This design comes from an exercise in tuning for small area, a short achievable clock period and few clock cycles per item on the open sky130 flow, not from production work. The RTL was checked by simulation tests, not by an equivalence proof against the original design. Power and IR drop assume default switching activity.

the previous run:
// signed_int_to_radix_digits
module signed_int_to_radix_digits #(
  parameter int MAX_BASE = sirdig_pkg::MAX_BASE_DEF
) (
  input  logic                                  clk,
  input  logic                                  rst_n,
  input  logic                                  start,
  output logic                                  busy,
  input  logic signed [sirdig_pkg::VAL_W-1:0]   in_value,
  output logic                                  out_strobe,
  output logic [sirdig_pkg::CHAR_W-1:0]         out_character,
  output logic                                  out_last,
  input  logic                                  psel,
  input  logic                                  penable,
  input  logic                                  pwrite,
  input  logic [sirdig_pkg::CFG_ADDR_W-1:0]     paddr,
  input  logic [sirdig_pkg::CFG_DATA_W-1:0]     pwdata,
  output logic [sirdig_pkg::CFG_DATA_W-1:0]     prdata,
  output logic                                  pready
);
  localparam int NS    = sirdig_pkg::NSTAGE;
  localparam int CW    = sirdig_pkg::CHUNK;
  localparam int SW    = sirdig_pkg::SLOT_W;
  localparam int NSLOT = sirdig_pkg::NSLOT;
  localparam int DIG_W = $clog2(MAX_BASE);
  logic [sirdig_pkg::LEN_W-1:0]      len_r;
  ...
For scale: about 4900 cells after synthesis, roughly 590 flip-flops, about 180 I/O pins, about 0.038 sq mm of cells after synthesis.
==> flow/config.mk <==
export PLATFORM = sky130hd
export DESIGN_NAME = signed_int_to_radix_digits
export DESIGN_NICKNAME = signed_int_to_radix_digits
export VERILOG_FILES = /design/flow/design.v
export SDC_FILE = /design/flow/constraint.sdc
export NUM_CORES = 4
export LEC_CHECK = 0
export ABC_AREA = 1
export CAP_MARGIN = 20
export CORE_MARGIN = 2
export CORE_UTILIZATION = 40
export CTS_BUF_LIST = sky130_fd_sc_hd__clkbuf_4 sky130_fd_sc_hd__clkbuf_8
export SETUP_SLACK_MARGIN = 3.5
export SLEW_MARGIN = 20
==> flow/constraint.sdc <==
create_clock -name core_clock -period 8.0 [get_ports {clk}]
set_input_delay 1.6000 -clock core_clock [delete_from_list [all_inputs] [get_ports {clk}]]
set_output_delay 1.6000 -clock core_clock [all_outputs]
set_load 0.01 [all_outputs]
run.sh (not shown) runs the stock make flow with config.mk's settings and CLKGATE_MAP_FILE= SYNTH_SCRIPT=/design/flow/synth_recipe.tcl, a recipe that flattens the netlist after the stock synthesis.
Testbench counts of the previous run, summed over its fixed seeds: cycles 30,157, items 3,078.
Relative to the previous run, the following input files were edited for the current run:
--- a/flow/config.mk
+++ b/flow/config.mk
@@ -10,5 +10,4 @@
 export CORE_MARGIN = 2
 export CORE_UTILIZATION = 40
-export CTS_BUF_LIST = sky130_fd_sc_hd__clkbuf_4 sky130_fd_sc_hd__clkbuf_8
 export SETUP_SLACK_MARGIN = 3.5
 export SLEW_MARGIN = 20
==> run notes <==
In the flow results for the previous run and the current run, the area added between synthesis and finish is smaller on the current run. Compared the current run against the previous run; proportion of cell area occupied by multi-input gates within noise. From the previous run to the current run the numbers moved as follows: total buffers and inverters traversed by the critical path now sits lower, first-iteration DRC count now larger, worst vdd rail ir drop rose 0.97%, clock power share lower, worst slew slack as a fraction of its limit increased 1.8 points. Changes observed in the current run relative to the previous run: final wirelength closely matched the old numbers, largest fanout on the critical path decreased by 1 relative to the old numbers.

Setup of lane 1:
signed_int_to_radix_digits, a different RTL version from the one above (not shown whole).
Size: about 580 flip-flops, roughly 180 I/O pins.
Settings: LEC_CHECK=0, ABC_AREA=1, CAP_MARGIN=20, CORE_MARGIN=2, CORE_UTILIZATION=40, SETUP_SLACK_MARGIN=3.5, SLEW_MARGIN=20; clock period 8.0 ns.
Testbench counts of lane 1, summed over its fixed seeds: cycles 30,436, items 3,078.
## Diff of input files: lane 2 against lane 1
Settings: ABC_AREA: 1 -> unset.
Notes after the runs:
- Lane 2 vs lane 1: cell total after placement down by more than 10%
- Comparing lane 2 and lane 1, post-route fraction of the period consumed by the critical path is lower on lane 1.
- Per the comparison of lane 2 with lane 1, fraction of area in non-clock buffers saw an increase, fraction of the yosys area taken by sequential cells saw a decrease, number of DRC markers after the initial detailed-route iteration saw a decrease, XOR/XNOR share of the synthesized area saw an increase.
- Summary: with lane 1 as the reference, final instance area in lane 2 moved up by more than 10%.

Another version of the RTL of signed_int_to_radix_digits (not shown whole).
Size: ~5000 cells after synthesis, about 0.038 mm^2 of cells after synthesis.
## signed_int_to_radix_digits
module signed_int_to_radix_digits #(
  parameter int MAX_BASE = sirdig_pkg::MAX_BASE_DEF
) (
  input  logic                                  clk,
  input  logic                                  rst_n,
  input  logic                                  start,
  output logic                                  busy,
  input  logic signed [sirdig_pkg::VAL_W-1:0]   in_value,
  output logic                                  out_strobe,
  output logic [sirdig_pkg::CHAR_W-1:0]         out_character,
  output logic                                  out_last,
  input  logic                                  psel,
  input  logic                                  penable,
  input  logic                                  pwrite,
  input  logic [sirdig_pkg::CFG_ADDR_W-1:0]     paddr,
  input  logic [sirdig_pkg::CFG_DATA_W-1:0]     pwdata,
  output logic [sirdig_pkg::CFG_DATA_W-1:0]     prdata,
  output logic                                  pready
);
  localparam int NS    = sirdig_pkg::NSTAGE;
  ...
clock: 8.0 ns
lec_check: 0
abc_area: 1
cap_margin: 20
core_margin: 2
core_utilization: 40
cts_buf_list: sky130_fd_sc_hd__clkbuf_4 sky130_fd_sc_hd__clkbuf_8
setup_slack_margin: 3.8
slew_margin: 20
Testbench counts at the start, summed over its fixed seeds: cycles 29,403, items 3,078.
Change:
--- a/flow/config.mk
+++ b/flow/config.mk
@@ -12,3 +12,3 @@
 export CTS_BUF_LIST = sky130_fd_sc_hd__clkbuf_4 sky130_fd_sc_hd__clkbuf_8
-export SETUP_SLACK_MARGIN = 3.8
+export SETUP_SLACK_MARGIN = 3.5
 export SLEW_MARGIN = 20
Effect:
- The new run produced a clean layout
- maximum frequency fell by 3.3%
- via count drops by about 2.2%
- area after synthesis does not change
- worst hold slack got worse by 0.034 ns
- global-route usage went down by 0.63 points
- cell area shrinks by 4.5%
- utilization went down by 2.2 points
- power goes down by 6.1%
- count of clock-buffer cells in the layout falls by 6
- worst setup slack gets worse by 0.15 ns

afterwards: timing with drivers on the ports:
Ports are ideal in the flow. The routed layouts listed here were re-timed in OpenROAD. Step 1, drivers: a clkbuf_16 drives clk and a buf_2 each remaining input, both assumed. Step 2 also shifts input and output timing later by t, the mid clock arrival at the registers, as if the neighbouring blocks saw the same clock. Slacks: no drivers / after step 1 / after step 2; pairs: no drivers / after step 1.
| run | t, ns | slack for setup (ns) | worst hold slack (ns) |
|---|---|---|---|
| the previous run | 0.774 | 3.548 / 3.498 / 2.969 | 0.325 / 0.325 / 0.325 |
| the current run | 0.679 | 3.512 / 3.462 / 3.168 | 0.299 / 0.299 / 0.299 |
| lane 1 | 0.678 | 3.529 / 3.495 / 3.110 | 0.313 / 0.313 / 0.313 |
| lane 2 | 0.698 | 2.822 / 2.822 / 2.822 | 0.325 / 0.325 / 0.325 |
| the first run of note 3 | 0.814 | 3.684 / 3.636 / 3.275 | 0.325 / 0.325 / 0.325 |
| the second run of note 3 | 0.794 | 3.535 / 3.494 / 3.193 | 0.291 / 0.291 / 0.291 |
After both steps every run listed still meets setup and hold. For the previous run, which loses most, drivers alone change the setup slack by -0.050 ns; drivers and shift together by -0.579 ns.
